From an optimization exercise on the open Yosys and OpenROAD flow, aimed at small area and a short achievable clock period; shortcuts taken in it are not production practice.
RTL that was checked went through simulation tests only; none was proved equivalent to the original.
No functional check of the RTL was part of runs 1, 2 and 6 to 8.
Power is estimated from default activity; no workload was simulated.

--- design/flow/design.v ---
module hamwt_locator #(
  parameter int DATA_W    = 8,
  parameter int PKT_BEATS = 128,
  parameter int MAX_ONES  = 31,
  localparam int IDX_W    = $clog2(DATA_W * PKT_BEATS),
  localparam int WT_W     = $clog2(DATA_W * PKT_BEATS + 1)
) (
  input  logic                      clk,
  input  logic                      clear_n,
  input  logic                      pkt_starts,
  input  logic                      data_valid,
  input  logic [DATA_W-1:0]         bin_data,
  output logic [WT_W-1:0]           ham_wt,
  output logic [MAX_ONES*IDX_W-1:0] locn_ones,
  output logic                      loc_ovf,
  output logic                      done,
  output logic                      busy
);
  localparam int BEAT_W = (PKT_BEATS > 1) ? $clog2(PKT_BEATS) : 1;
  localparam int OFF_W  = (DATA_W > 1) ? $clog2(DATA_W) : 1;
  localparam int HI_W   = WT_W - OFF_W;
  localparam int NSLOT  = MAX_ONES;
  logic              busy_q;
  logic [BEAT_W-1:0] beat_q;
  logic [WT_W-1:0]   wt_q;
  logic [IDX_W-1:0]  locs_q [NSLOT];
  logic [WT_W-1:0]   ham_wt_q;
  logic [IDX_W-1:0]  locn_q [NSLOT];
  logic              ovf_q, done_q;
  logic              start, accept, last_beat, fin;
  logic [BEAT_W-1:0] base_beat, beat_inc;
  logic [WT_W-1:0]   wt_d;
  logic              ovf_d;
  logic [OFF_W-1:0]  rot;
  logic [DATA_W-1:0] d;
  localparam int HALF = DATA_W / 2;
  logic [HALF:0]     hc [2];
  logic [OFF_W-2:0]  hp [2][HALF];
  logic [DATA_W:0]   cnt_oh;
  logic [DATA_W-1:0] has;
  logic [OFF_W-1:0]  pos [DATA_W];
  logic [DATA_W-1:0] hit;
  logic [OFF_W-1:0]  off [DATA_W];
  logic [NSLOT-1:0]  filled, win, we, ld;
  logic [IDX_W-1:0]  locs_d [NSLOT];
  logic [IDX_W-1:0]  nv [DATA_W];
  logic              hold;
  assign start     = pkt_starts & data_valid;
  assign accept    = data_valid & (start | busy_q);
  assign base_beat = start ? '0 : beat_q;
  assign rot       = start ? '0 : wt_q[OFF_W-1:0];
  assign last_beat = !start && (beat_q == BEAT_W'(PKT_BEATS - 1));
  assign fin       = accept & last_beat;
  always_comb begin
    for (int p = 0; p < DATA_W; p++) d[p] = bin_data[DATA_W - 1 - p];
    for (int h = 0; h < 2; h++) begin
      hc[h]  = '0;
      for (int j = 0; j < HALF; j++) hp[h][j] = '0;
      for (int m = 0; m < (1 << HALF); m++) begin
        logic t;
        t = 1'b1;
        for (int i = 0; i < HALF; i++) t = t & (((m >> i) & 1) ? d[h*HALF+i] : !d[h*HALF+i]);
        hc[h][$countones(m)] = hc[h][$countones(m)] | t;
        begin
          int n;
          n = 0;
          for (int i = 0; i < HALF; i++)
            if ((m >> i) & 1) begin
              hp[h][n] = hp[h][n] | ({(OFF_W-1){t}} & (OFF_W-1)'(i));
              n = n + 1;
            end
        end
      end
    end
    cnt_oh = '0;
    for (int a = 0; a <= HALF; a++)
      for (int b = 0; b <= HALF; b++) cnt_oh[a+b] = cnt_oh[a+b] | (hc[0][a] & hc[1][b]);
    for (int j = 0; j < DATA_W; j++) begin
      has[j] = 1'b0;
      pos[j] = '0;
      for (int a = 0; a <= HALF; a++) begin
        if (j < a) begin
          has[j] = has[j] | hc[0][a];
          pos[j] = pos[j] | ({OFF_W{hc[0][a]}} & {1'b0, hp[0][j]});
        end else if (j - a < HALF) begin
          logic more;
          more = 1'b0;
          for (int b = j - a + 1; b <= HALF; b++) more = more | hc[1][b];
          has[j] = has[j] | (hc[0][a] & more);
          pos[j] = pos[j] | ({OFF_W{hc[0][a]}} & {1'b1, hp[1][j-a]});
        end
      end
    end
  end
  always_comb begin
    for (int r = 0; r < DATA_W; r++) begin
      hit[r] = 1'b0;
      off[r] = '0;
      for (int m = 0; m < DATA_W; m++)
        if (rot == OFF_W'(m)) begin
          hit[r] = has[(r - m + DATA_W) % DATA_W];
          off[r] = pos[(r - m + DATA_W) % DATA_W];
        end
    end
  end
  always_comb begin
    logic [OFF_W-1:0] lo_b, lo_n;
    logic [HI_W-1:0]  hi_q, hi_i;
    logic             cy;
    lo_b = start ? '0 : wt_q[OFF_W-1:0];
    hi_q = wt_q[WT_W-1:OFF_W];
    for (int i = 0; i < HI_W; i++) begin
      logic all_lo;
      all_lo = 1'b1;
      for (int j = 0; j < i; j++) all_lo = all_lo & hi_q[j];
      hi_i[i] = hi_q[i] ^ all_lo;
    end
    lo_n = '0;
    cy   = 1'b0;
    for (int n = 0; n <= DATA_W; n++)
      for (int l = 0; l < DATA_W; l++)
        if (cnt_oh[n] && lo_b == OFF_W'(l)) begin
          lo_n = OFF_W'(l + n);
          cy   = (l + n) >= DATA_W;
        end
    if (start) wt_d = {HI_W'(cy), lo_n};
    else       wt_d = {cy ? hi_i : hi_q, lo_n};
    ovf_d = !start && ((|hi_q[HI_W-1:2]) | (cy & (&hi_q[1:0])));
  end
  always_comb begin
    for (int i = 0; i < BEAT_W; i++) begin
      logic all_lo;
      all_lo = 1'b1;
      for (int j = 0; j < i; j++) all_lo = all_lo & beat_q[j];
      beat_inc[i] = beat_q[i] ^ all_lo;
    end
    if (start) beat_inc = BEAT_W'(1);
  end
  always_comb begin
    logic              sat;
    logic [4:0]        w5;
    sat = |wt_q[WT_W-1:5];
    w5  = wt_q[4:0];
    for (int k = 0; k < NSLOT; k++) begin
      filled[k] = 1'b0;
      win[k]    = 1'b0;
      for (int v = 0; v < 32; v++)
        if (w5 == 5'(v)) begin
          filled[k] = (v > k);
          win[k]    = (v <= k) && (k < v + DATA_W);
        end
      filled[k] = !start && (sat || filled[k]);
      win[k]    = start ? (k < DATA_W) : (busy_q && !sat && win[k]);
      we[k]     = data_valid & win[k];
    end
  end
  always_comb
    for (int r = 0; r < DATA_W; r++) nv[r] = {IDX_W{hit[r]}} & {base_beat, off[r]};
  always_comb
    for (int k = 0; k < NSLOT; k++)
      locs_d[k] = ({IDX_W{we[k]}}  & nv[k % DATA_W])
                | ({IDX_W{!we[k]}} & locs_q[k]);
  always_ff @(posedge clk)
    for (int k = 0; k < NSLOT; k++) locs_q[k] <= locs_d[k];
  always_comb begin
    hold = clear_n & !fin;
    for (int k = 0; k < NSLOT; k++)
      ld[k] = clear_n & fin & (filled[k] | win[k]);
  end
  always_ff @(posedge clk)
    for (int k = 0; k < NSLOT; k++)
      locn_q[k] <= ({IDX_W{ld[k]}} & locs_d[k]) | ({IDX_W{hold}} & locn_q[k]);
  always_ff @(posedge clk) begin
    if (accept) begin
      beat_q <= beat_inc;
      wt_q   <= wt_d;
    end
  end
  always_ff @(posedge clk) begin
    if (!clear_n) begin
      busy_q   <= 1'b0;
      ham_wt_q <= '0;
      ovf_q    <= 1'b0;
      done_q   <= 1'b0;
    end else begin
      done_q <= fin;
      if (accept) busy_q <= !last_beat;
      if (fin) begin
        ham_wt_q <= wt_d;
        ovf_q    <= ovf_d;
      end
    end
  end
  always_comb
    for (int k = 0; k < NSLOT; k++) locn_ones[k*IDX_W +: IDX_W] = locn_q[k];
  assign ham_wt  = ham_wt_q;
  assign loc_ovf = ovf_q;
  assign done    = done_q;
  assign busy    = busy_q;
endmodule
--- design/flow/flow/run.sh ---
#!/bin/bash
# The standard ORFS layout (standard.sh) with two changes to how the layout
# is made; the clock, I/O constraints and every other setting are the standard flow's:
#  - the timing repair steps aim for the setup margin in flow/margin.txt, so they
#    also work on paths the 14 ns clock leaves slack on;
#  - the port buffers are the plain sky130 buffer named in flow/portbuf.txt.
set -euo pipefail
MARGIN=$(cat flow/margin.txt)
PORTBUF=$(cat flow/portbuf.txt)
bash standard.sh SETUP_SLACK_MARGIN=$MARGIN "BUFFER_PORTS_ARGS=-buffer_cell $PORTBUF" finish > orfs_make.log 2>&1
--- design/flow/flow/margin.txt ---
9
--- design/flow/flow/portbuf.txt ---
sky130_fd_sc_hd__buf_1
--- design/flow/standard.sh ---
#!/bin/bash
# synth_recipe.tcl (not shown) runs the flow's synth.tcl, then flattens the netlist and writes it again
# the make line also repeats each setting of config.mk as NAME=value (left out here)
make -C /OpenROAD-flow-scripts/flow DESIGN_CONFIG=/design/flow/config.mk WORK_HOME=/design/flow/orfs CLKGATE_MAP_FILE= SYNTH_SCRIPT=/design/flow/synth_recipe.tcl "${@:-finish}"
--- design/flow/config.mk ---
export PLATFORM = sky130hd
export DESIGN_NAME = hamwt_locator
export DESIGN_NICKNAME = hamwt_locator
export VERILOG_FILES = /design/flow/design.v
export SDC_FILE = /design/flow/constraint.sdc
export NUM_CORES = 4
export LEC_CHECK = 0
export ABC_AREA = 1
export CAP_MARGIN = 20
export CORE_MARGIN = 2
export CORE_UTILIZATION = 40
export CTS_CLUSTER_DIAMETER = 80
export CTS_CLUSTER_SIZE = 30
export SLEW_MARGIN = 20
--- design/flow/constraint.sdc ---
create_clock -name core_clock -period 14.0 [get_ports {clk}]
set_input_delay 2.8000 -clock core_clock [delete_from_list [all_inputs] [get_ports {clk}]]
set_output_delay 2.8000 -clock core_clock [all_outputs]
set_load 0.01 [all_outputs]
==> results of run 1 <==
-- flip-flops by register name, indices dropped and copies added (netlist names) --
name,count
ovf_q,1
beat_q,7
locs_q,310
locn_q,310
done_q,1
wt_q,11
busy_q,1
ham_wt_q,11
-- timing repair --
item | 4_1_cts | 5_1_grt
cloned | 6 | 8
endpoints found under the setup margin | 644 | 633
pin swaps | 18 | 106
buffers inserted | 37 | 84
gates resized for setup | 158 | 429
-- placed cells by master, fill, tap and decap left out, types with 24 or more instances in the layout --
master / count
inv_1: 148
o21ai_1: 56
a22o_1: 303
nor2_1: 200
buf_1: 325
a21oi_1: 107
buf_4: 121
nand2_4: 50
nand3_1: 25
o21ai_0: 112
a21oi_2: 46
o21ai_2: 55
nand2_1: 363
dfxtp_1: 634
nor2_4: 24
nand2_2: 60
clkbuf_16: 38
o21a_1: 81
inv_2: 35
buf_6: 25
-- power breakdown --
part	leakage, nW	switching [mW]	internal (mW)	total [mW]
clock network	0.600	0.680	0.567	1.25
logic	6.47	0.597	0.302	0.899
registers	5.31	0.0312	1.96	1.99
-- final timing paths --
path | slack (ps) | from | cells past startpoint | end
worst max-delay path | 8900 | bin_data[2] | 21 | locn_q[12][5]
worst min-delay path | 450 | locs_q[25][5] | 2 | locs_q[25][5]
worst max register to register | 9910 | wt_q[8] | 15 | locn_q[29][6]
worst min register to register | 450 | locs_q[25][5] | 2 | locs_q[25][5]
-- worst max-delay path, stage by stage --
cell	delay (ps)
buf_12	130
nand3_4	100
nand2_4	70
o21ai_4	210
inv_4	60
nor2_4	170
inv_4	70
a21oi_2	140
o21ai_1	90
nor2_2	170
buf_6	150
buf_6	90
o22ai_2	70
o32ai_2	270
nand3_1	130
nand2_2	110
o21ai_4	180
nand2_4	180
nand2_2	60
o21a_1	130
a22o_1	180
-- stage by stage --
step           instances  setup WS (ps)  power (mW)   util
2_1_floorplan       2722           8980        2.42      -
4_1_cts             3834           8960        3.95  0.473
6_report            3927           8900        4.13  0.511
3_3_place_gp        3732           6280        2.63  0.436
5_1_grt             3926           8720        4.29  0.511
3_5_place_dp        3733           6000        2.63  0.437
-- metal layers --
| metal | GRT usage | vias to the layer above | wire length (um) |
|---|---|---|---|
| met3 | 0.0530 | 117 | 6590 |
| li1 | - | 10300 | - |
| met1 | 0.345 | 10500 | 37000 |
| met4 | 0.0671 | 0 | 2490 |
| met2 | 0.399 | 829 | 38400 |
| met5 | 0 | - | 0 |
-- kinds of logic after synthesis --
| logic type | after synthesis | synth area share |
|---|---|---|
| xor+xnor | 2 | 0.000724 |
| fa+ha+maj | 11 | 0.00569 |
| compound gates | 868 | 0.246 |
| flops | 652 | 0.547 |
| mux | 21 | 0.00884 |
| buf+inv | 357 | 0.0565 |
| simple gates | 811 | 0.135 |
-- cell type report --
type / instances / area, um2
Clock inverter: 17 / 339
Tap cell: 782 / 978
Inverter: 217 / 956
Timing Repair inverter: 4 / 30.0
Fill cell: 5628 / 29400
Antenna cell: 1 / 2.50
Sequential cell: 652 / 13200
Clock buffer: 41 / 918
Timing Repair Buffer: 495 / 2900
Multi-Input combinational cell: 1718 / 11400
-- synthesized netlist by cell type (26+ instances only) --
cell type / n / area share
a21oi_1: 155 / 0.032
a22o_1: 303 / 0.11
clkbuf_1: 119 / 0.018
dfxtp_1: 634 / 0.52
inv_1: 175 / 0.027
inv_2: 28 / 0.0043
nand2_1: 477 / 0.074
nand3_1: 37 / 0.0076
nor2_1: 227 / 0.035
o21a_1: 81 / 0.025
o21ai_0: 172 / 0.036
o21ai_1: 57 / 0.012
o22ai_1: 26 / 0.0067
==> reports/qor.txt, run 1 <==
vias in the first global route -> 19800
Final Max Tran Viols -> 0
Critical Path Sink Type -> flop
syn nets -> 2745
Syn Inst Count -> 2722
Die Height -> 250 um
LEAKAGE -> 12.4 nW
synthesized cell area -> 24200 um2
Slew Limit Headroom -> 0.210
Final Hold Viols -> 0
Pwr per Cell Area -> 134 nW/um2
global-route wire length before repair -> 122000 um
Seq cells post-synth -> 652
vias per inst -> 5.54
critical path class -> input port to flop
Synth warnings -> 265
num ports -> 336
RSZ-0062 raised after global routing -> true
Via Count -> 21700
Num CTS Buffers -> 34
Hold/Removal Path Class -> flop to flop
# DRC -> 0
fmax -> 196 MHz
CTS tree -> yes
DR iter-0 viols -> 1975
Final #Nets -> 3145
clock input transition at the sequential cells of the worst setup and hold paths -> 100 ps
worst path required time -> 14470 ps
die area -> 62500 um2
Cell variety after synth -> 53
Die W -> 250 um
Post-Route WL -> 84500 um
Clock Path Buffers -> 3
EDFF count, synth -> 18
ANT nets after route -> 0
startpoint types -> input port
sequential area share after synthesis -> 0.547
Overall Global Routing Usage -> 0.251
# setup viols final -> 0
dpl hpwl -> 56400 um
Slew @ Worst Pin -> 1180 ps
DR WL/cell -> 21.5 um
Max Cap Viol -> 0
IR drop worst, VDD -> 0.0917 mV
worst path arrival time -> 5570 ps
core area -> 60100 um2
Overflow after GRT -> 0
crit path max fanout -> 8
sum of negative setup slack -> 0 ps
Initial Utilization -> 0.403
GPL Wtd Cong -> 0.949
CTS Hold Bufs -> 0
initial antenna violation count -> 0
PortBufs -> 335
clock latency on the worst-skew pair -> 610 ps
Post-synth top flop -> dfxtp_1
post-route cell area -> 30700 um2
status -> complete, no violations
Synth Area per Inst -> 8.89 um2
FP Rows -> 90
DRT Pass-1 Iters -> 6
Synth async-reset ratio -> 0
final worst path period need -> 5100 ps
Cell Area, Placed -> 26300 um2
hold slack final -> 452 ps
Synth-to-Final Area Change -> 27.0%
ratio of cells with drive above 1 in the final layout -> 0.198
Root Driver -> clkbuf_16
Tcrit/Tclk final -> 0.364
pin count of the biggest net entering global routing -> 131
Clock Skew -> 36.3 ps
clock sink total -> 652
CTS H-tree lvls -> 2
==> inputs of run 2 (changes only) <==
==> design/flow/flow/margin.txt (replaced) <==
8
==> run 2 against run 1 <==
Net effect: synthesized cell count unchanged; setup slack lost 780 ps; critical path depth is 11 lower; maximum frequency down 13%; highest routed layer is now met5; wire length down 6.6%; still clean on timing, DRC and antenna; largest cell class unchanged.
==> reports/qor.txt, run 2 <==
status -> complete, no violations
Overall Global Routing Usage -> 0.241
hold slack final -> 456 ps
Clock Skew -> 29.3 ps
CP Cell Sequence -> buf_2 > nand2_2 > nand2_1 > clkinv_1 > nand3_1 > nand2_1 > bufinv_16 > buf_12 > buf_8 > a22o_1
Pwr per Cell Area -> 136 nW/um2
CTS tree -> yes
global-route wire length before repair -> 118000 um
Synth Area per Inst -> 8.89 um2
Initial Utilization -> 0.403
hold-critical path depth -> 2
DRT Pass-1 Iters -> 5
Slew @ Worst Pin -> 1120 ps
final worst path period need -> 5880 ps
# DRC -> 0
FF-to-FF path depth -> 12
CTS H-tree lvls -> 1
# diodes -> 0
clock sink total -> 652
clock latency on the worst-skew pair -> 620 ps
Hold/Removal Path Class -> flop to flop
Final WS setup -> 8120 ps
Root Driver -> clkbuf_16
num ports -> 336
die area -> 62500 um2
clock input transition at the sequential cells of the worst setup and hold paths -> 110 ps
DR WL/cell -> 20.8 um
Max stage delay on crit path -> 580 ps
syn nets -> 2745
Syn Inst Count -> 2722
Die Height -> 250 um
Yosys top cell by area -> dfxtp_1
post-route cell area -> 27400 um2
Area contributors post-synth -> dfxtp_1, a22o_1, nand2_1
sum of negative setup slack -> 0 ps
r2r endpoint -> locn_q[21][0]
DR iter-0 viols -> 1728
Via Count -> 20700
Num CTS Buffers -> 30
most frequent CP cell -> nand2_1
Die W -> 250 um
most common cell after layout, fill and taps aside -> dfxtp_1
Seq cells post-synth -> 652
Hold Path Sink -> locs_q[25][9]
Synth-to-Final Area Change -> 13.0%
initial antenna violation count -> 2
CTS Hold Bufs -> 0
ANT nets after route -> 0
worst path arrival time -> 6420 ps
Max Cap Viol -> 0
Tcrit/Tclk final -> 0.420
Post-Place Setup Slack -> 6040 ps
Cell variety after synth -> 53
pin count of the biggest net entering global routing -> 151
Critical Path Sink Type -> flop
Post-Route WL -> 78900 um
Largest regs -> locn_q (310), locs_q (310)
critical path's top delay family -> buffers and inverters
Hold Path Origin -> locs_q[25][9]
fmax -> 170 MHz
register area -> 13200 um2
Final #Nets -> 3009
Filler Cell Count -> 5945
EDFF count, synth -> 18
Multi-input gate area -> 9660 um2
Overflow after GRT -> 0
FP Rows -> 90
WP buf/inv -> 5
ratio of cells with drive above 1 in the final layout -> 0.0566
post-synth top area share -> 0.524
worst path required time -> 14540 ps
critical path class -> input port to flop
PortBufs -> 335
IR drop worst, VDD -> 0.0966 mV
Final Hold Viols -> 0
CP max stage cell -> bufinv_16
commonest cells after routing, fill and taps aside -> dfxtp_1, nand2_1, buf_1
startpoint types -> input port
Final Max Tran Viols -> 0
synthesized cell area -> 24200 um2
vias per inst -> 5.46
Synth warnings -> 265
dpl hpwl -> 56300 um
# setup viols final -> 0
Synth async-reset ratio -> 0
top cells by count, synth -> dfxtp_1, nand2_1, a22o_1
start of the worst register-to-register path -> wt_q[9]
R2R setup slack -> 9910 ps
core area -> 60100 um2
sequential area share after synthesis -> 0.547
Cell Area, Placed -> 26100 um2
vias in the first global route -> 19200
Clock Path Buffers -> 3
crit path max fanout -> 150
RSZ-0062 raised after global routing -> true
LEAKAGE -> 11.0 nW
GPL Wtd Cong -> 1.01
cell with the most instances after synthesis -> dfxtp_1
Post-synth top flop -> dfxtp_1
Slew Limit Headroom -> 0.253
run 2: kinds of logic after synthesis:
logic type,count (synthesis),share of synthesized area
simple gates,811,0.135
xor+xnor,2,0.000724
compound gates,868,0.246
mux,21,0.00884
flops,652,0.547
buf+inv,357,0.0565
fa+ha+maj,11,0.00569
run 2: through the flow:
stage                util  total power, mW  cells
finish              0.455             3.71   3786
global route        0.455             3.86   3786
CTS                 0.453             3.72   3779
detailed placement  0.435             2.62   3729
global placement    0.435             2.61   3728
floorplan               -             2.41   2722
run 2: how the worst max path moves through the flow:
stage / startpoint / to / slack [ps] / depth (start not counted)
after floorplan: bin_data[2] / locn_q[27][2] / 8900 / 18
after global placement: data_valid / ham_wt_q[1] / 6270 / 11
after detailed placement: data_valid / locn_q[27][0] / 6040 / 10
after CTS: bin_data[7] / locn_q[30][0] / 8060 / 18
after global routing: data_valid / wt_q[0] / 7840 / 22
final: data_valid / locn_q[10][0] / 8120 / 10
run 2: power by group:
| group | leakage (nW) | switching [mW] | internal [mW] |
|---|---|---|---|
| registers | 5.31 | 0.0302 | 1.96 |
| logic | 5.14 | 0.450 | 0.156 |
| clock network | 0.516 | 0.633 | 0.486 |
run 2: tightest hold or removal path, cell delays in order, from the launching register on:
cell     delay [ps]
dfxtp_1         310
inv_1            40
a21oi_1          60
run 2: final cells by class:
cell class	instances	area share
sequential	652	0.484
inverter	217	0.0317
clock inverter	14	0.00855
clock buffer	36	0.0305
multi-input combinational	1713	0.353
timing repair buffer	372	0.0569
tap	782	0.0358
run 2: repair_timing:
action,in CTS,in global routing
gates cloned,0,0
buffers inserted,0,6
pin swaps,0,1
endpoints found under the setup margin,588,284
resized for setup,10,12
run 2: per-layer routing:
metal  track usage  vias up  part of all wire
li1              -     9915                 -
met3        0.0344      102             0.060
met1         0.333     9945              0.45
met5             0        -           0.00033
met2         0.396      693              0.46
met4        0.0602        4             0.024
==> inputs of run 3 (changes only) <==
--- a/design/flow/design.v
+++ b/design/flow/design.v
@@ -45,6 +45,14 @@
   logic [IDX_W-1:0]  locs_d [NSLOT];
   logic [IDX_W-1:0]  nv [DATA_W];
   logic              hold;
+  function automatic integer rank_below(input integer m, input integer i);
+    integer b;
+    begin
+      rank_below = 0;
+      for (b = 0; b < 32; b = b + 1)
+        if (b < i && ((m >> b) & 1) == 1) rank_below = rank_below + 1;
+    end
+  endfunction
   assign start     = pkt_starts & data_valid;
   assign accept    = data_valid & (start | busy_q);
   assign base_beat = start ? '0 : beat_q;
@@ -58,18 +66,17 @@
       for (int j = 0; j < HALF; j++) hp[h][j] = '0;
       for (int m = 0; m < (1 << HALF); m++) begin
         logic t;
+        int   c;
         t = 1'b1;
-        for (int i = 0; i < HALF; i++) t = t & (((m >> i) & 1) ? d[h*HALF+i] : !d[h*HALF+i]);
-        hc[h][$countones(m)] = hc[h][$countones(m)] | t;
-        begin
-          int n;
-          n = 0;
-          for (int i = 0; i < HALF; i++)
-            if ((m >> i) & 1) begin
-              hp[h][n] = hp[h][n] | ({(OFF_W-1){t}} & (OFF_W-1)'(i));
-              n = n + 1;
-            end
-        end
+        c = 0;
+        for (int i = 0; i < HALF; i++) begin
+          t = t & (((m >> i) & 1) ? d[h*HALF+i] : !d[h*HALF+i]);
+          c = c + ((m >> i) & 1);
+        end
+        hc[h][c] = hc[h][c] | t;
+        for (int i = 0; i < HALF; i++)
+          hp[h][rank_below(m, i)] = hp[h][rank_below(m, i)]
+                             | ({(OFF_W-1){t & (((m >> i) & 1) == 1)}} & (OFF_W-1)'(i));
       end
     end
     cnt_oh = '0;
==> design/flow/flow/margin.txt (replaced) <==
10
==> run 3 against run 2 <==
Net effect: largest power group unchanged; first-iteration DRC count rose by 32%; area after synthesis fell by 0.80%; sequential cell count stayed put; sequential power is essentially flat; sequential share of layout area is 8.5 points lower; core utilization rose by 11 points.
==> reports/qor.txt, run 3 <==
WP buf/inv -> 9
Max Cap Viol -> 0
GPL Wtd Cong -> 0.956
Clock Skew -> 35.1 ps
startpoint types -> input port
most common cell after layout, fill and taps aside -> dfxtp_1
sum of negative setup slack -> 0 ps
Hold/Removal Path Class -> flop to flop
core area -> 59200 um2
worst path required time -> 14530 ps
EDFF count, synth -> 18
Slew @ Worst Pin -> 1320 ps
Post-Route WL -> 89300 um
Final #Nets -> 3180
Synth-to-Final Area Change -> 40.0%
# DRC -> 0
pin count of the biggest net entering global routing -> 131
top cells by count, synth -> dfxtp_1, nand2_1, a22o_1
Syn Inst Count -> 2669
final core utilization -> 0.567
DRT Pass-1 Iters -> 8
commonest cells after routing, fill and taps aside -> dfxtp_1, nand2_1, a22o_1
Yosys top cell by area -> dfxtp_1
Final Power -> 4.23 mW
Cell Area, Placed -> 26400 um2
Post-synth top flop -> dfxtp_1
# diodes -> 0
post-synthesis mux area share -> 0.00422
vias per inst -> 5.75
PortBufs -> 335
Compound-Gate Fraction of Synth Area -> 0.253
Post-Place Setup Slack -> 7360 ps
DR iter-0 viols -> 2284
combinational family with the most area after synthesis -> compound AO/OA/AOI/OAI gates
most frequent CP cell -> buf_4
Via Count -> 22700
Final Hold Viols -> 0
Tcrit/Tclk final -> 0.363
initial antenna violation count -> 1
Synth warnings -> 9
num ports -> 336
Post-Synth XOR/XNOR Area -> 0.000729
status -> complete, no violations
cell with the most instances after synthesis -> dfxtp_1
post-route cell area -> 33600 um2
Pwr per Cell Area -> 126 nW/um2
ratio of cells with drive above 1 in the final layout -> 0.392
CP Cell Sequence -> buf_12 > inv_4 > nand3_4 > nand2_4 > o21ai_4 > inv_2 > nor2_4 > inv_4 > nor2_4 > inv_2 > buf_4 > nand2_4 > nand3_4 > buf_4 > buf_4 > a21oi_2 > nand2_2 > a21oi_4 > o221ai_4 > buf_12 > nand2_8 > nand2_2 > o21a_1 > a22o_1
synthesized cell area -> 24000 um2
global-route wire length before repair -> 131000 um
Synth Area per Inst -> 9.00 um2
sequential area share after synthesis -> 0.551
Num CTS Buffers -> 29
syn nets -> 2692
Overflow after GRT -> 0
FP Rows -> 89
Max stage delay on crit path -> 210 ps
Cell variety after synth -> 52
Root Driver -> clkbuf_16
CTS Hold Bufs -> 0
Slew Limit Headroom -> 0.118
clock sink total -> 652
Synth async-reset ratio -> 0
crit path max fanout -> 7
Critical Path Sink Type -> flop
Largest regs -> locn_q (310), locs_q (310)
Seq cells post-synth -> 652
Final WS setup -> 8920 ps
worst path arrival time -> 5610 ps
ANT nets after route -> 0
Synth Area in Adders -> 0.00573
Die W -> 249 um
critical path class -> input port to flop
final worst path period need -> 5080 ps
RSZ-0062 raised after global routing -> true
Clock Path Buffers -> 3
clock input transition at the sequential cells of the worst setup and hold paths -> 100 ps
Overall Global Routing Usage -> 0.268
post-synth top area share -> 0.529
# setup viols final -> 0
CTS tree -> yes
Final Max Tran Viols -> 0
fmax -> 197 MHz
CTS H-tree lvls -> 1
Initial Utilization -> 0.405
Area contributors post-synth -> dfxtp_1, a22o_1, nand2_1
vias in the first global route -> 21400
clock latency on the worst-skew pair -> 640 ps
die area -> 62000 um2
LEAKAGE -> 13.7 nW
IR drop worst, VDD -> 0.106 mV
critical path's top delay family -> buffers and inverters
Die Height -> 249 um
dpl hpwl -> 55700 um
Synth Area in Simple Gates -> 0.135
DR WL/cell -> 22.6 um
CP max stage cell -> buf_12
## run 3: changes by cell type after synthesis, sizes merged, moves of 3 or more
cell,previous run,this run
o21a,81,91
nor2,238,186
nand3,39,36
a21oi,159,105
o21ai,234,276
mux2i,18,9
a22o,303,312
clkbuf,119,116
nand2,478,523
inv,203,157
buf,21,28
## run 3: logic make-up (layout without fill, tap and decap cells)
family / after synthesis / count (layout)
and+or+nand+nor: 802 / 804
DFF: 652 / 652
adders and majority gates: 11 / 11
buffers and inverters: 315 / 811
xor gates and xnor gates: 2 / 2
muxes: 10 / 10
AOI/OAI and AO/OA: 877 / 880
## run 3: area by class of cell
class	instances	area (um2)
Fill cell	5073	25600
Sequential cell	652	13400
Multi-Input combinational cell	1707	13200
Timing Repair Buffer	591	4170
Tap cell	773	967
Inverter	171	831
Clock buffer	31	743
Clock inverter	13	219
Timing Repair inverter	5	42.5
## run 3: worst paths after layout
path	slack, ps	end	depth (start not counted)	startpoint
setup / recovery	8920	locn_q[11][5]	24	bin_data[3]
hold / removal	460	locs_q[13][8]	2	locs_q[13][8]
setup reg to reg	9740	locn_q[20][1]	20	wt_q[4]
hold reg to reg	460	locs_q[13][8]	2	locs_q[13][8]
## run 3: stage by stage
step / cells / hold slack [ps]
finish: 3943 / 457
CTS: 3875 / 458
detailed placement: 3665 / 435
global placement: 3665 / 430
floorplan: 2669 / 423
global route: 3943 / 475
## run 3: tightest hold or removal path, delay by kind of cell (launching register included)
kind             cells  cell delay, ps
flip-flops           1             320
AND/OR/NAND/NOR      1              50
AO/OA/AOI/OAI        1              60
## run 3: what timing repair did
| item | CTS | global route |
|---|---|---|
| pin swaps | 152 | 125 |
| cloned | 13 | 0 |
| setup endpoints to repair | 812 | 802 |
| setup buffers | 153 | 64 |
| resized for setup | 787 | 413 |
## run 3: metal layers
layer | GRT usage | up-vias | routed length, um
li1 | - | 10300 | -
met1 | 0.357 | 11000 | 37800
met2 | 0.441 | 1027 | 41600
met3 | 0.0482 | 272 | 6680
met4 | 0.0861 | 2 | 3200
met5 | 0 | - | 11
## run 3: power by group
| group | internal [mW] | switching [mW] | leakage, nW | total (mW) |
|---|---|---|---|---|
| Sequential | 1.95 | 0.0328 | 5.38 | 1.99 |
| Combinational | 0.440 | 0.732 | 7.85 | 1.17 |
| Clock | 0.443 | 0.624 | 0.469 | 1.07 |
| Total | 2.84 | 1.39 | 13.7 | 4.23 |
==> inputs of run 4 (changes only) <==
==> design/flow/flow/margin.txt (replaced) <==
9.3
==> run 4 against run 3 <==
Net effect: clock-buffer cell count up 3; clock skew is 0.81 ps lower; maximum frequency decreased by 1.3%; core utilization is 2.7 points lower; synthesized cell count unchanged; critical path depth shrank 3; die area unchanged; setup slack got worse by 69 ps; total power down 4.0%; first-iteration DRC count down 24%; critical endpoint is now locn_q[22][2]; highest routed layer is now met4.
==> reports/qor.txt, run 4 <==
final core utilization -> 0.541
Final #Nets -> 3121
# setup viols final -> 0
Post-Route WL -> 85800 um
FP Rows -> 89
sequential area share after synthesis -> 0.551
LEAKAGE -> 12.3 nW
pin count of the biggest net entering global routing -> 172
core area -> 59200 um2
Largest regs -> locn_q (310), locs_q (310)
Num CTS Buffers -> 28
Syn Inst Count -> 2669
status -> complete, no violations
crit path max fanout -> 5
Max stage delay on crit path -> 210 ps
CP max stage cell -> nor2_4
Die W -> 249 um
initial antenna violation count -> 0
Post-synth top flop -> dfxtp_1
DR WL/cell -> 22.1 um
most common cell after layout, fill and taps aside -> dfxtp_1
WP buf/inv -> 5
worst path arrival time -> 5650 ps
DR iter-0 viols -> 1726
Synth-to-Final Area Change -> 33.4%
Slew Limit Headroom -> 0.0861
Synth async-reset ratio -> 0
global-route wire length before repair -> 126000 um
ratio of cells with drive above 1 in the final layout -> 0.261
Overflow after GRT -> 0
GPL Wtd Cong -> 0.950
Critical Path Sink Type -> flop
post-synth top area share -> 0.529
vias in the first global route -> 20300
final worst path period need -> 5140 ps
Hold/Removal Path Class -> flop to flop
top cells by count, synth -> dfxtp_1, nand2_1, a22o_1
Area contributors post-synth -> dfxtp_1, a22o_1, nand2_1
clock input transition at the sequential cells of the worst setup and hold paths -> 110 ps
DRT Pass-1 Iters -> 9
PortBufs -> 335
vias per inst -> 5.65
Filler Cell Count -> 5317
worst path required time -> 14500 ps
Initial Utilization -> 0.405
Pwr per Cell Area -> 127 nW/um2
# diodes -> 0
Max Cap Viol -> 0
Die Height -> 249 um
IR drop worst, VDD -> 0.113 mV
fmax -> 194 MHz
Via Count -> 21900
Clock Skew -> 34.3 ps
CTS H-tree lvls -> 1
Cell variety after synth -> 52
critical path's top delay family -> simple AND/OR/NAND/NOR gates
Final Max Tran Viols -> 0
EDFF count, synth -> 18
CTS tree -> yes
syn nets -> 2692
Root Driver -> clkbuf_16
sum of negative setup slack -> 0 ps
Clock Path Buffers -> 3
Synth Area per Inst -> 9.00 um2
die area -> 62000 um2
dpl hpwl -> 55700 um
ANT nets after route -> 0
Seq cells post-synth -> 652
Overall Global Routing Usage -> 0.256
CP Cell Sequence -> buf_12 > nor2_4 > nand2_4 > nand4_1 > nand2_2 > buf_12 > nor2_4 > buf_4 > nor2_4 > nor2_4 > buf_4 > o21ai_2 > o22ai_1 > o21ai_1 > o22ai_2 > buf_6 > nand2_8 > o21ai_4 > nand2_1 > o21a_1 > a22o_1
commonest cells after routing, fill and taps aside -> dfxtp_1, nand2_1, buf_1
startpoint types -> input port
# DRC -> 0
Slew @ Worst Pin -> 1360 ps
Tcrit/Tclk final -> 0.367
clock sink total -> 652
most frequent CP cell -> nor2_4
Yosys top cell by area -> dfxtp_1
num ports -> 336
critical path class -> input port to flop
clock latency on the worst-skew pair -> 620 ps
RSZ-0062 raised after global routing -> true
Final Hold Viols -> 0
cell with the most instances after synthesis -> dfxtp_1
hold slack final -> 458 ps
Synth warnings -> 9
synthesized cell area -> 24000 um2
## run 4: cell counts after synthesis
No cell type changed its count.
## run 4: worst paths after layout
kind | cells after the start | slack [ps] | startpoint | to
worst min register to register | 2 | 460 | locs_q[28][5] | locs_q[28][5]
worst min-delay path | 2 | 460 | locs_q[28][5] | locs_q[28][5]
worst max-delay path | 21 | 8860 | bin_data[2] | locn_q[22][2]
worst max register to register | 11 | 9510 | wt_q[1] | locn_q[28][4]
## run 4: what timing repair did
item,4_1_cts,5_1_grt
setup buffers,76,88
setup endpoints to repair,644,610
gates resized for setup,341,480
pin swaps,61,112
gates cloned,9,3
hold buffers,0,0
## run 4: kinds of logic (layout without fill, tap and decap cells)
logic type	Yosys count	after routing	share of synthesized area
simple gates	802	804	0.135
mux	10	10	0.00422
compound gates	877	880	0.253
flops	652	652	0.551
buf+inv	315	752	0.0502
xor+xnor	2	2	0.000730
fa+ha+maj	11	11	0.00573
## run 4: per-stage QoR
| stage | setup WS (ps) | power [mW] | cell area [um2] | cells |
|---|---|---|---|---|
| floorplan | 9030 | 2.44 | 24500 | 2669 |
| global placement | 7190 | 2.64 | 26400 | 3663 |
| detailed placement | 7120 | 2.65 | 26400 | 3665 |
| CTS | 9100 | 3.84 | 29300 | 3793 |
| global route | 8800 | 4.21 | 32000 | 3884 |
| finish | 8860 | 4.06 | 32000 | 3884 |
## run 4: layout make-up
type                       instances  area [um2]  share of cell area
sequential                       652       13200               0.413
multi-input combinational       1707       12800               0.401
timing repair buffer             533        3220               0.101
tap                              773         967              0.0302
inverter                         171         835              0.0261
clock buffer                      34         764              0.0239
clock inverter                     9         114             0.00356
timing repair inverter             5        37.5             0.00117
## run 4: per-layer routing
layer  vias to the layer above  global-route usage  routed length (um)
met1                     10700               0.348               37100
li1                      10300                   -                   -
met4                         0              0.0833                3240
met5                         -                   0                   0
met3                       162              0.0418                5690
met2                       827               0.416               39800
## run 4: power breakdown
part | internal [mW] | switching [mW]
combinational | 0.378 | 0.685
clock | 0.406 | 0.601
sequential | 1.96 | 0.0328
total | 2.74 | 1.32
## run 4: worst register-to-register path, cell delays in order (launching register included)
cell and delay (ps):
edfxtp_1 550, nor2_1 850, inv_1 380, nor3_1 320
a21oi_1 100, inv_1 90, nor2_1 70, o21ai_0 200
nand3_1 1050, nand2_1 480, o21ai_4 100, a22o_1 210
==> inputs of run 5 (changes only) <==
==> design/flow/flow/margin.txt (replaced) <==
9
==> run 5 against run 4 <==
Net effect: sequential cell count unchanged; still clean on timing, DRC and antenna; clock skew down 0.91 ps; global-route usage down 0.75 points; clock power up 9%; combinational power down 29%.
==> reports/qor.txt, run 5 <==
most frequent CP cell -> nand2_1
DR WL/cell -> 21.5 um
syn nets -> 2692
Cell Area, Placed -> 26000 um2
initial antenna violation count -> 1
Post-Route WL -> 82000 um
most common cell after layout, fill and taps aside -> dfxtp_1
post-synth top area share -> 0.529
Pwr per Cell Area -> 132 nW/um2
startpoint types -> input port
Tcrit/Tclk final -> 0.353
Slew Limit Headroom -> 0.231
CP max stage cell -> and3_1
final core utilization -> 0.490
commonest cells after routing, fill and taps aside -> dfxtp_1, nand2_1, buf_1
dpl hpwl -> 55800 um
global-route wire length before repair -> 122000 um
register area -> 13200 um2
# diodes -> 0
final worst path period need -> 4940 ps
FP Rows -> 89
post-route cell area -> 29100 um2
# DRC -> 0
Yosys top cell by area -> dfxtp_1
R2R setup slack -> 9290 ps
start of the worst register-to-register path -> wt_q[5]
critical path class -> input port to flop
vias in the first global route -> 19700
Final #Nets -> 3054
Seq cells post-synth -> 652
Synth Area per Inst -> 9.00 um2
top cells by count, synth -> dfxtp_1, nand2_1, a22o_1
Synth async-reset ratio -> 0
hold slack final -> 471 ps
Final Power -> 3.84 mW
Filler Cell Count -> 5699
Setup crit end -> locn_q[22][0]
CTS Hold Bufs -> 0
LEAKAGE -> 11.3 nW
FF-to-FF path depth -> 12
Die W -> 249 um
clock latency on the worst-skew pair -> 630 ps
Synth-to-Final Area Change -> 21.0%
Post-Place Setup Slack -> 6560 ps
synthesized cell area -> 24000 um2
sum of negative setup slack -> 0 ps
CTS H-tree lvls -> 1
PortBufs -> 335
Die Height -> 249 um
crit path max fanout -> 7
Clock Path Buffers -> 3
Critical path origin -> bin_data[5]
status -> complete, no violations
Root Driver -> clkbuf_16
EDFF count, synth -> 18
# setup viols final -> 0
clock input transition at the sequential cells of the worst setup and hold paths -> 110 ps
fmax -> 202 MHz
Post-synth top flop -> dfxtp_1
die area -> 62000 um2
RSZ-0062 raised after global routing -> true
Initial Utilization -> 0.405
sequential area share after synthesis -> 0.551
IR drop worst, VDD -> 0.0955 mV
DR iter-0 viols -> 2075
DRT Pass-1 Iters -> 5
Final WS setup -> 9060 ps
ANT nets after route -> 0
clock sink total -> 652
Area contributors post-synth -> dfxtp_1, a22o_1, nand2_1
num ports -> 336
core area -> 59200 um2
Slew @ Worst Pin -> 1150 ps
Synth warnings -> 9
Syn Inst Count -> 2669
pin count of the biggest net entering global routing -> 137
WP buf/inv -> 3
ratio of cells with drive above 1 in the final layout -> 0.135
Max stage delay on crit path -> 320 ps
worst path required time -> 14530 ps
CP Cell Sequence -> clkbuf_4 > inv_4 > nand2_1 > nand2_1 > nand2_2 > nand2_4 > buf_4 > a211oi_1 > and3_1 > o21ai_0 > o32ai_1 > o21ai_1 > o21ai_2 > nand2_1 > o21a_1 > a22o_1
vias per inst -> 5.56
cell with the most instances after synthesis -> dfxtp_1
GPL Wtd Cong -> 0.924
Max Cap Viol -> 0
Levels on crit path -> 16
Overall Global Routing Usage -> 0.249
Inst Count DP -> 3674
Multi-input gate area -> 10600 um2
Overflow after GRT -> 0
non-filler instance count after layout -> 3821
Via Count -> 21300
Critical Path Sink Type -> flop
Final Hold Viols -> 0
r2r endpoint -> locn_q[18][3]
critical path's top delay family -> compound AO/OA/AOI/OAI gates
Largest regs -> locn_q (310), locs_q (310)
CTS tree -> yes
Cell variety after synth -> 52
Hold/Removal Path Class -> flop to flop
worst path arrival time -> 5470 ps
Num CTS Buffers -> 30
Final Max Tran Viols -> 0
Clock Skew -> 33.4 ps
## run 5: cell counts after synthesis
No cell type changed its count.
## run 5: report_power, final
group	switching, mW	leakage [nW]	internal, mW
registers	0.0310	5.31	1.96
clock network	0.632	0.496	0.464
logic	0.514	5.52	0.239
total	1.18	11.3	2.66
## run 5: worst min-delay path: stages, from the launching register on
cell and delay (ps):
dfxtp_1 310, nand2_1 50, nand2_1 60
## run 5: final cells by class
class                      count  area share
clock buffer                  38      0.0286
clock inverter                11     0.00723
inverter                     171      0.0249
multi-input combinational   1707       0.364
sequential                   652       0.455
tap                          773      0.0333
timing repair buffer         466      0.0856
timing repair inverter         3    0.000689
## run 5: kinds of logic after synthesis
group                      after synthesis  synth area share
and+or+nand+nor                        802             0.135
adders and majority gates               11           0.00573
muxes                                   10           0.00422
AOI/OAI and AO/OA                      877             0.253
xor gates and xnor gates                 2          0.000730
DFF                                    652             0.551
buffers and inverters                  315            0.0502
## run 5: how the worst min path moves through the flow
| stage | cells past startpoint | end | slack [ps] | startpoint |
|---|---|---|---|---|
| after floorplan | 2 | locs_q[16][1] | 420 | locs_q[16][1] |
| after global placement | 2 | locs_q[5][0] | 440 | locs_q[5][0] |
| after detailed placement | 2 | locs_q[4][1] | 450 | locs_q[4][1] |
| after CTS | 2 | locs_q[4][1] | 470 | locs_q[4][1] |
| after global routing | 2 | locs_q[29][9] | 480 | locs_q[29][9] |
| final | 2 | locs_q[4][1] | 470 | locs_q[4][1] |
## run 5: timing repair
item	4_1_cts	5_1_grt
setup buffers	21	66
pin swaps	15	57
gates resized for setup	146	198
setup endpoints to repair	644	597
gates cloned	6	3
## run 5: metal layers
layer | GRT usage | vias up | wire length, um
li1 | - | 10100 | -
met1 | 0.338 | 10300 | 36600
met2 | 0.411 | 753 | 38000
met3 | 0.0391 | 141 | 5010
met4 | 0.0673 | 2 | 2460
met5 | 0 | - | 16
==> inputs of run 6 (changes only) <==
--- a/design/flow/design.v
+++ b/design/flow/design.v
@@ -100,14 +100,15 @@
     end
   end
   always_comb begin
+    logic [DATA_W-1:0] rsel;
+    for (int m = 0; m < DATA_W; m++) rsel[m] = (rot == OFF_W'(m));
     for (int r = 0; r < DATA_W; r++) begin
       hit[r] = 1'b0;
       off[r] = '0;
-      for (int m = 0; m < DATA_W; m++)
-        if (rot == OFF_W'(m)) begin
-          hit[r] = has[(r - m + DATA_W) % DATA_W];
-          off[r] = pos[(r - m + DATA_W) % DATA_W];
-        end
+      for (int m = 0; m < DATA_W; m++) begin
+        hit[r] = hit[r] | (rsel[m] & has[(r - m + DATA_W) % DATA_W]);
+        off[r] = off[r] | ({OFF_W{rsel[m]}} & pos[(r - m + DATA_W) % DATA_W]);
+      end
     end
   end
   always_comb begin
--- a/design/flow/config.mk
+++ b/design/flow/config.mk
@@ -8,7 +8,7 @@
 export ABC_AREA = 1
 export CAP_MARGIN = 20
 export CORE_MARGIN = 2
-export CORE_UTILIZATION = 40
+export CORE_UTILIZATION = 60
 export CTS_CLUSTER_DIAMETER = 80
 export CTS_CLUSTER_SIZE = 30
 export SLEW_MARGIN = 20
==> run 6 against run 5 <==
Net effect: area after synthesis is 0.35% lower; register-to-register slack better by 740 ps; sequential power hardly changed; die area is 33% lower; highest routed layer unchanged; critical path depth is 2 higher; clock-buffer cell count is 7 lower; wire length is 7.8% lower; largest cell class unchanged; maximum frequency is 1.9% lower.
==> reports/qor.txt, run 6 <==
# diodes -> 0
Final WS setup -> 8960 ps
Max Cap Viol -> 0
Slew @ Worst Pin -> 1230 ps
ANT nets after route -> 0
syn nets -> 2688
Clock Path Buffers -> 3
clock sink total -> 652
Area contributors post-synth -> dfxtp_1, a22o_1, nand2_1
Synth warnings -> 9
clock latency on the worst-skew pair -> 610 ps
sum of negative setup slack -> 0 ps
Seq cells post-synth -> 652
FP Rows -> 73
RSZ-0062 raised after global routing -> true
Synth Area per Inst -> 8.98 um2
# setup viols final -> 0
Critical Path Sink Type -> flop
CTS H-tree lvls -> 1
IR drop worst, VDD -> 0.120 mV
Final #Nets -> 3072
crit path max fanout -> 8
Slew Limit Headroom -> 0.174
DR WL/cell -> 21.1 um
critical path's top delay family -> compound AO/OA/AOI/OAI gates
Overall Global Routing Usage -> 0.343
GPL Wtd Cong -> 0.980
PortBufs -> 335
die area -> 41500 um2
global-route wire length before repair -> 113000 um
core area -> 39500 um2
final worst path period need -> 5040 ps
Filler Cell Count -> 3108
status -> complete, no violations
pin count of the biggest net entering global routing -> 121
Final Max Tran Viols -> 0
Hold/Removal Path Class -> flop to flop
sequential area share after synthesis -> 0.553
register area -> 13200 um2
Sw Ratio -> 0.290
EDFF count, synth -> 18
ratio of cells with drive above 1 in the final layout -> 0.142
CP Cell Sequence -> buf_8 > nor2_4 > nand2_1 > nand2_1 > nand2_1 > nand2_4 > inv_2 > nand2_4 > inv_1 > a21oi_2 > o21ai_4 > buf_4 > a221oi_2 > nand2_4 > buf_12 > nand2_4 > o21ai_0 > a22o_1
Multi-input gate area -> 10400 um2
clock input transition at the sequential cells of the worst setup and hold paths -> 100 ps
Syn Inst Count -> 2665
Num CTS Buffers -> 27
Int Power -> 2.53 mW
NetSw -> 1.04 mW
Via Count -> 21400
Max stage delay on crit path -> 310 ps
Yosys top cell by area -> dfxtp_1
startpoint types -> input port
num ports -> 336
Clock Skew -> 22.5 ps
vias per inst -> 5.97
DR iter-0 viols -> 1834
Die Height -> 204 um
most common cell after layout, fill and taps aside -> dfxtp_1
Clk pwr share -> 0.268
Cell variety after synth -> 53
LEAKAGE -> 11.4 nW
DRT Pass-1 Iters -> 6
Die W -> 204 um
sequential share of power -> 0.552
# DRC -> 0
post-synth top area share -> 0.530
Logic pwr share -> 0.180
Post-Route WL -> 75600 um
WP buf/inv -> 5
dpl hpwl -> 50700 um
worst path required time -> 14510 ps
Final Hold Viols -> 0
vias in the first global route -> 19900
commonest cells after routing, fill and taps aside -> dfxtp_1, nand2_1, buf_1
initial antenna violation count -> 1
CTS Hold Bufs -> 0
non-filler instance count after layout -> 3585
critical path class -> input port to flop
Overflow after GRT -> 0
synthesized cell area -> 23900 um2
Post-synth top flop -> dfxtp_1
Largest regs -> locn_q (310), locs_q (310)
worst path arrival time -> 5550 ps
Synth async-reset ratio -> 0
Post-Place Setup Slack -> 6960 ps
top cells by count, synth -> dfxtp_1, nand2_1, a22o_1
Synth-to-Final Area Change -> 18.6%
CTS tree -> yes
CP max stage cell -> a221oi_2
Inst Count DP -> 3432
fmax -> 198 MHz
Tcrit/Tclk final -> 0.360
most frequent CP cell -> nand2_4
Root Driver -> clkbuf_16
cell with the most instances after synthesis -> dfxtp_1
Initial Utilization -> 0.605
Pwr per Cell Area -> 126 nW/um2
==> run 6: what timing repair did <==
item	4_1_cts	5_1_grt
pin swaps	17	53
gates resized for setup	106	217
gates cloned	0	4
setup buffers	52	57
endpoints found under the setup margin	644	547
hold endpoints to repair	0	0
==> run 6: cells by family after synthesis <==
group                      share of synthesized area
and+or+nand+nor                                0.155
AOI/OAI and AO/OA                              0.236
DFF                                            0.553
buffers and inverters                         0.0478
adders and majority gates                    0.00575
muxes                                        0.00188
xor gates and xnor gates                    0.000732
==> run 6: path summary, 6_finish.rpt <==
path | startpoint | end | slack, ps | cells past startpoint
setup / recovery | bin_data[7] | locn_q[28][4] | 8960 | 18
hold / removal | locs_q[8][9] | locs_q[8][9] | 460 | 2
setup reg to reg | wt_q[4] | locn_q[26][8] | 10030 | 13
hold reg to reg | locs_q[8][9] | locs_q[8][9] | 460 | 2
==> run 6: power groups by stage <==
stage,logic [mW],clock network (mW),registers (mW)
6_report,0.644,0.956,1.97
5_1_grt,0.684,1.04,1.98
4_1_cts,0.535,0.967,1.97
3_5_place_dp,0.475,0,2.01
3_3_place_gp,0.466,0,2.01
2_1_floorplan,0.319,0,2.00
==> run 6: metrics by stage <==
step	area [um2]	hold slack [ps]	utilization	total power [mW]
final	28400	459	0.718	3.57
after global routing	28400	473	0.718	3.70
after CTS	27200	462	0.688	3.47
after detailed placement	25600	436	0.647	2.49
after global placement	25600	430	0.647	2.48
after floorplan	23900	423	-	2.32
==> run 6: cell type report <==
cell class                 count  area share
tap                          525      0.0231
inverter                     185      0.0282
sequential                   652       0.466
timing repair buffer         470      0.0877
multi-input combinational   1712       0.366
timing repair inverter         1    0.000309
clock buffer                  31      0.0247
clock inverter                 9     0.00401
==> run 6: metal layers <==
layer  part of all wire  track usage
met1               0.42        0.461
met3              0.085       0.0639
met5            0.00016            0
met2               0.46        0.559
met4              0.032        0.113
==> run 6: worst reg2reg max path, cell delays in order, from the launching register on <==
cell	delay, ps
edfxtp_1	700
clkinv_1	580
nor3_1	330
inv_1	100
nand2_1	100
nor2_1	80
inv_1	100
nor2_1	60
nand2_1	110
a21oi_1	70
o21ai_0	120
nand4_1	820
o21ai_0	560
a22o_1	170
==> inputs of run 7 (changes only) <==
==> design/flow/flow/margin.txt (replaced) <==
9.3
==> run 7 against run 6 <==
Net effect: non-clock buffer count grew 41; register-to-register slack lost 110 ps; core utilization grew 4.1 points; clock skew grew 6.2 ps; critical path type unchanged; setup slack gained 78 ps; area after synthesis is the same; total power grew 6.8%; highest routed layer unchanged; die area is the same; design area grew 5.8%; still clean on timing, DRC and antenna; maximum frequency grew 1.6%; worst hold slack lost 1.8 ps.
==> reports/qor.txt, run 7 <==
Synth-to-Final Area Change -> 25.5%
Hold/Removal Path Class -> flop to flop
critical path class -> input port to flop
Clock Skew -> 28.7 ps
post-synth top area share -> 0.530
Final #Nets -> 3115
r2r endpoint -> locn_q[8][7]
Compound-Gate Fraction of Synth Area -> 0.236
pin count of the biggest net entering global routing -> 196
vias per inst -> 6.04
Via Count -> 21900
Initial Utilization -> 0.605
DRT Pass-1 Iters -> 6
PortBufs -> 335
RSZ-0062 raised after global routing -> true
combinational family with the most area after synthesis -> compound AO/OA/AOI/OAI gates
Seq cells post-synth -> 652
hold slack final -> 458 ps
Root Driver -> clkbuf_16
sequential area share after synthesis -> 0.553
fmax -> 202 MHz
# setup viols final -> 0
status -> complete, no violations
Num CTS Buffers -> 29
crit path max fanout -> 7
R2R setup slack -> 9920 ps
Overall Global Routing Usage -> 0.359
EDFF count, synth -> 18
initial antenna violation count -> 1
Hold Path Sink -> locs_q[20][5]
worst path required time -> 14510 ps
clock latency on the worst-skew pair -> 630 ps
commonest cells after routing, fill and taps aside -> dfxtp_1, nand2_1, buf_1
vias in the first global route -> 20600
die area -> 41500 um2
num ports -> 336
Final Power -> 3.81 mW
Die W -> 204 um
dpl hpwl -> 51400 um
Final Max Tran Viols -> 0
IR drop worst, VDD -> 0.149 mV
DR iter-0 viols -> 2136
most common cell after layout, fill and taps aside -> dfxtp_1
Area contributors post-synth -> dfxtp_1, a22o_1, nand2_1
final core utilization -> 0.759
GPL Wtd Cong -> 0.971
Syn Inst Count -> 2665
Max Cap Viol -> 0
sum of negative setup slack -> 0 ps
Post-Synth XOR/XNOR Area -> 0.000732
CTS H-tree lvls -> 1
hold-critical path depth -> 2
# DRC -> 0
core area -> 39500 um2
ANT nets after route -> 0
CTS tree -> yes
Slew Limit Headroom -> 0.0679
Clock Path Buffers -> 3
startpoint types -> input port
clock input transition at the sequential cells of the worst setup and hold paths -> 100 ps
Synth Area in Simple Gates -> 0.155
Inst Count DP -> 3427
Post-Route WL -> 78900 um
Final Hold Viols -> 0
Synth async-reset ratio -> 0
ratio of cells with drive above 1 in the final layout -> 0.200
Synth warnings -> 9
top cells by count, synth -> dfxtp_1, nand2_1, a22o_1
Die Height -> 204 um
final worst path period need -> 4960 ps
Largest regs -> locn_q (310), locs_q (310)
Cell variety after synth -> 53
Overflow after GRT -> 0
cell with the most instances after synthesis -> dfxtp_1
worst path arrival time -> 5470 ps
CTS Hold Bufs -> 0
Post-synth top flop -> dfxtp_1
Tcrit/Tclk final -> 0.354
clock sink total -> 652
FF-to-FF path depth -> 13
Yosys top cell by area -> dfxtp_1
Synth Area per Inst -> 8.98 um2
# diodes -> 0
Synth Area in Adders -> 0.00575
Pwr per Cell Area -> 127 nW/um2
syn nets -> 2688
FP Rows -> 73
LEAKAGE -> 12.0 nW
non-filler instance count after layout -> 3628
Critical Path Sink Type -> flop
Slew @ Worst Pin -> 1400 ps
DR WL/cell -> 21.7 um
post-synthesis mux area share -> 0.00188
synthesized cell area -> 23900 um2
global-route wire length before repair -> 118000 um
Hold Path Origin -> locs_q[20][5]
start of the worst register-to-register path -> wt_q[9]
-- run 7: power breakdown --
group | switching, mW | internal (mW)
Clock | 0.619 | 0.441
Sequential | 0.0284 | 1.94
Combinational | 0.506 | 0.274
Total | 1.15 | 2.66
-- run 7: worst max path at each step --
stage	startpoint	to	slack, ps	cells past startpoint
global placement	data_valid	wt_q[0]	6940	24
floorplan	bin_data[1]	locn_q[24][2]	9080	16
finish	bin_data[7]	ham_wt_q[6]	9040	17
detailed placement	data_valid	wt_q[0]	6840	24
CTS	bin_data[7]	locn_q[0][5]	9230	15
global route	bin_data[5]	ham_wt_q[6]	8910	18
-- run 7: cells by family (layout without fill, tap and decap cells) --
kind of cell	after synthesis	in the layout
DFF	652	652
buffers and inverters	303	739
and+or+nand+nor	904	906
xor gates and xnor gates	2	2
adders and majority gates	11	11
AOI/OAI and AO/OA	789	789
muxes	4	4
-- run 7: cell type report --
type | instances | area [um2]
clock inverters | 11 | 210
clock buffers | 31 | 743
multi-input cells | 1712 | 11400
fillers | 2862 | 9520
inverters | 185 | 835
repair buffers | 511 | 2970
well taps | 525 | 657
repair inverters | 1 | 8.76
flip-flops and latches | 652 | 13200
-- run 7: metrics by stage --
stage | setup WS (ps) | cell area [um2]
floorplan | 9080 | 24500
global placement | 6940 | 26200
detailed placement | 6840 | 26200
CTS | 9230 | 28700
global route | 8910 | 30000
finish | 9040 | 30000
-- run 7: critical path, stage by stage --
cell	delay [ps]
buf_12	110
nor2_4	190
nor3b_2	100
o21ai_2	210
buf_4	160
inv_2	40
nor2_4	180
inv_4	70
a21oi_4	140
o211ai_1	130
buf_4	200
a221oi_4	360
nand2_4	160
buf_12	180
o21ai_1	160
nor2_1	90
a22o_1	180
-- run 7: repair_timing --
item                                    in CTS  in global routing
pin swaps                                   51                 42
endpoints found under the setup margin     644                536
endpoints found under the hold margin        0                  0
resized for setup                          233                143
buffers inserted                            83                 71
cloned                                       3                  1
-- run 7: metal layers --
metal	GRT usage	part of all wire	wire [um]	up-vias
met5	0	0.00010	8	-
met4	0.131	0.043	3360	2
met3	0.0678	0.079	6210	219
met2	0.577	0.46	36400	1002
met1	0.484	0.42	32900	10600
li1	-	-	-	10100
==> inputs of run 8 (changes only) <==
--- a/design/flow/design.v
+++ b/design/flow/design.v
@@ -31,7 +31,6 @@
   logic [BEAT_W-1:0] base_beat, beat_inc;
   logic [WT_W-1:0]   wt_d;
   logic              ovf_d;
-  logic [OFF_W-1:0]  rot;
   logic [DATA_W-1:0] d;
   localparam int HALF = DATA_W / 2;
   logic [HALF:0]     hc [2];
@@ -56,7 +55,6 @@
   assign start     = pkt_starts & data_valid;
   assign accept    = data_valid & (start | busy_q);
   assign base_beat = start ? '0 : beat_q;
-  assign rot       = start ? '0 : wt_q[OFF_W-1:0];
   assign last_beat = !start && (beat_q == BEAT_W'(PKT_BEATS - 1));
   assign fin       = accept & last_beat;
   always_comb begin
@@ -101,13 +99,17 @@
   end
   always_comb begin
     logic [DATA_W-1:0] rsel;
-    for (int m = 0; m < DATA_W; m++) rsel[m] = (rot == OFF_W'(m));
+    for (int m = 0; m < DATA_W; m++) rsel[m] = (wt_q[OFF_W-1:0] == OFF_W'(m));
     for (int r = 0; r < DATA_W; r++) begin
       hit[r] = 1'b0;
       off[r] = '0;
       for (int m = 0; m < DATA_W; m++) begin
         hit[r] = hit[r] | (rsel[m] & has[(r - m + DATA_W) % DATA_W]);
         off[r] = off[r] | ({OFF_W{rsel[m]}} & pos[(r - m + DATA_W) % DATA_W]);
+      end
+      if (start) begin
+        hit[r] = has[r];
+        off[r] = pos[r];
       end
     end
   end
==> design/flow/flow/margin.txt (replaced) <==
9
--- a/design/flow/config.mk
+++ b/design/flow/config.mk
@@ -8,7 +8,7 @@
 export ABC_AREA = 1
 export CAP_MARGIN = 20
 export CORE_MARGIN = 2
-export CORE_UTILIZATION = 60
+export CORE_UTILIZATION = 40
 export CTS_CLUSTER_DIAMETER = 80
 export CTS_CLUSTER_SIZE = 30
 export SLEW_MARGIN = 20
==> run 8 against run 7 <==
Net effect: area after synthesis is 5.7% higher; critical path depth grew 4; worst hold slack about the same; largest power group unchanged; highest routed layer is now met4.
==> reports/qor.txt, run 8 <==
Via Count -> 22500
Die W -> 255 um
Largest regs -> locn_q (310), locs_q (310)
Synth-to-Final Area Change -> 21.8%
Slew Limit Headroom -> 0.110
FP Rows -> 92
Initial Utilization -> 0.403
Slew @ Worst Pin -> 1320 ps
r2r endpoint -> locn_q[22][4]
# DRC -> 0
Critical Path Sink Type -> flop
critical path class -> input port to flop
clock latency on the worst-skew pair -> 610 ps
# setup viols final -> 0
dpl hpwl -> 57200 um
ratio of cells with drive above 1 in the final layout -> 0.160
EDFF count, synth -> 18
Post-synth top flop -> dfxtp_1
Tcrit/Tclk final -> 0.367
Critical path origin -> bin_data[1]
cell with the most instances after synthesis -> nand2_1
syn nets -> 3209
Final WS setup -> 8860 ps
Post-Place Setup Slack -> 6880 ps
commonest cells after routing, fill and taps aside -> nand2_1, dfxtp_1, inv_1
Final Max Tran Viols -> 0
Area contributors post-synth -> dfxtp_1, nand2_1, o21ai_0
Final #Nets -> 3592
Hold/Removal Path Class -> flop to flop
startpoint types -> input port
Yosys top cell by area -> dfxtp_1
final worst path period need -> 5140 ps
Seq cells post-synth -> 652
global-route wire length before repair -> 123000 um
core area -> 62900 um2
Setup crit end -> locn_q[27][6]
worst path arrival time -> 5630 ps
Filler Cell Count -> 6331
post-route cell area -> 30800 um2
most common cell after layout, fill and taps aside -> nand2_1
Overflow after GRT -> 0
DR WL/cell -> 18.7 um
CTS H-tree lvls -> 1
start of the worst register-to-register path -> wt_q[1]
die area -> 65300 um2
top cells by count, synth -> nand2_1, dfxtp_1, inv_1
Pwr per Cell Area -> 121 nW/um2
Cell variety after synth -> 64
Num CTS Buffers -> 29
vias per inst -> 5.08
clock sink total -> 652
CTS Hold Bufs -> 0
CP Cell Sequence -> buf_12 > inv_12 > nand3_4 > inv_4 > o21ai_4 > inv_2 > nor2_4 > clkinv_4 > nor2_4 > buf_4 > nor2_2 > nor2_4 > o221ai_4 > nor4_2 > o22ai_1 > inv_2 > buf_12 > nor2_4 > inv_4 > o21ai_2 > a32o_1
Die Height -> 255 um
Max stage delay on crit path -> 350 ps
Cell Area, Placed -> 27400 um2
CTS tree -> yes
pin count of the biggest net entering global routing -> 136
Synth async-reset ratio -> 0
IR drop worst, VDD -> 0.0871 mV
Root Driver -> clkbuf_16
FF-to-FF path depth -> 16
Final Hold Viols -> 0
sum of negative setup slack -> 0 ps
Overall Global Routing Usage -> 0.238
worst path required time -> 14490 ps
GPL Wtd Cong -> 0.930
Clock Path Buffers -> 3
vias in the first global route -> 20200
synthesized cell area -> 25300 um2
Clock Skew -> 35.5 ps
num ports -> 336
Syn Inst Count -> 3186
Synth warnings -> 9
post-synth top area share -> 0.502
CP max stage cell -> nor2_4
most frequent CP cell -> nor2_4
fmax -> 195 MHz
PortBufs -> 335
crit path max fanout -> 8
Max Cap Viol -> 0
RSZ-0062 raised after global routing -> true
LEAKAGE -> 12.4 nW
DRT Pass-1 Iters -> 7
Synth Area per Inst -> 7.94 um2
status -> complete, no violations
clock input transition at the sequential cells of the worst setup and hold paths -> 110 ps
sequential area share after synthesis -> 0.523
Post-Route WL -> 82700 um
R2R setup slack -> 9700 ps
DR iter-0 viols -> 2171
initial antenna violation count -> 2
ANT nets after route -> 0
-- run 8: cell types whose count changed after synthesis, sizes merged, moves of 7 or more --
cell	previous run	this run
inv	174	439
nor3	26	17
or2	0	14
nor2	169	203
buf	21	28
nand4	22	14
a32o	0	23
o21a	0	11
a221oi	21	9
nand2	642	831
a21boi	0	68
o21ai	310	486
a22o	318	65
-- run 8: kinds of logic (layout without fill, tap and decap cells) --
kind of cell             after synthesis  in the layout  share of synthesized area
adder cells (fa/ha/maj)               11             11                    0.00544
AO/OA/AOI/OAI                        819            819                      0.203
buffers and inverters                578            973                     0.0872
AND/OR/NAND/NOR                     1124           1128                      0.180
flip-flops                           652            652                      0.523
XOR/XNOR                               2              2                   0.000693
other                                  0              1                          0
-- run 8: worst min-delay path by stage --
| stage | depth (start not counted) | slack, ps | end | start |
|---|---|---|---|---|
| global placement | 2 | 430 | locs_q[24][2] | locs_q[24][2] |
| CTS | 2 | 460 | locn_q[30][0] | locn_q[30][0] |
| finish | 2 | 460 | locs_q[29][5] | locs_q[29][5] |
| detailed placement | 2 | 440 | locs_q[24][2] | locs_q[24][2] |
| global route | 2 | 480 | locs_q[18][4] | locs_q[18][4] |
| floorplan | 2 | 420 | locs_q[24][2] | locs_q[24][2] |
-- run 8: repair_timing --
| action | CTS | global route |
|---|---|---|
| gates resized for setup | 97 | 394 |
| hold endpoints to repair | 0 | 0 |
| pin swaps | 21 | 81 |
| setup endpoints to repair | 642 | 609 |
| buffers inserted | 27 | 83 |
| gates cloned | 1 | 6 |
-- run 8: layer usage --
layer	part of all wire	up-vias	GRT usage
met5	0	-	0
met3	0.073	158	0.0459
li1	-	11100	-
met4	0.030	0	0.0521
met1	0.44	10500	0.326
met2	0.46	742	0.390
-- run 8: worst max-delay path: cells and delay by family --
family,cells,cell delay (ps)
and+or+nand+nor,7,1180
buffers and inverters,9,880
AOI/OAI and AO/OA,5,760
-- run 8: through the flow --
stage / instances / power, mW / hold WS (ps) / util
6_report: 4432 / 3.73 / 458 / 0.490
4_1_cts: 4342 / 3.58 / 462 / 0.460
5_1_grt: 4431 / 3.87 / 484 / 0.490
3_5_place_dp: 4267 / 2.52 / 436 / 0.436
2_1_floorplan: 3186 / 2.34 / 422 / -
3_3_place_gp: 4267 / 2.52 / 429 / 0.436
-- run 8: cell type report --
| class | count | area [um2] | share of cell area |
|---|---|---|---|
| Clock buffer | 35 | 758 | 0.0246 |
| Tap cell | 846 | 1060 | 0.0344 |
| Multi-Input combinational cell | 1960 | 11100 | 0.361 |
| Clock inverter | 12 | 183 | 0.00593 |
| Inverter | 449 | 1820 | 0.0589 |
| Antenna cell | 1 | 2.50 | 0.0000812 |
| Timing Repair Buffer | 476 | 2640 | 0.0856 |
| Timing Repair inverter | 1 | 7.51 | 0.000244 |
| Sequential cell | 652 | 13200 | 0.429 |
-- run 8: where the power goes --
part | internal, mW | switching [mW]
clock | 0.427 | 0.622
sequential | 1.93 | 0.0239
combinational | 0.243 | 0.479

separate check: timing with driven ports:
Ports are ideal in the flow. The routed layouts listed here were re-timed in OpenROAD. Step 1 (the two cells are an assumption about what drives the block):
set clk [get_ports {clk}]
set_driving_cell -lib_cell sky130_fd_sc_hd__clkbuf_16 $clk
set_driving_cell -lib_cell sky130_fd_sc_hd__buf_2 [delete_from_list [all_inputs] $clk]
Step 2 also shifts input and output timing later by t, the mid clock arrival at the registers, as if the neighbouring blocks saw the same clock. Slacks: ideal ports / drivers / drivers and shift; pairs: ideal ports / drivers.
run | t (ns) | setup WS [ns] | worst register clock-pin slew, ns
run 1 | 0.654 | 8.900 / 8.904 / 8.250 | 0.11 / 0.11
run 2 | 0.676 | 8.122 / 8.106 / 7.430 | 0.12 / 0.12
run 3 | 0.685 | 8.924 / 8.921 / 8.235 | 0.12 / 0.12
run 4 | 0.666 | 8.855 / 8.860 / 8.194 | 0.12 / 0.12
run 5 | 0.677 | 9.056 / 9.068 / 8.391 | 0.12 / 0.12
run 6 | 0.657 | 8.962 / 8.969 / 8.312 | 0.11 / 0.11
run 7 | 0.677 | 9.040 / 9.042 / 8.364 | 0.11 / 0.11
run 8 | 0.658 | 8.861 / 8.846 / 8.188 | 0.12 / 0.12
After both steps setup and hold are still met in every run listed. The setup slack of run 2, which loses most, moves by -0.016 ns with the drivers and by -0.692 ns with both steps.
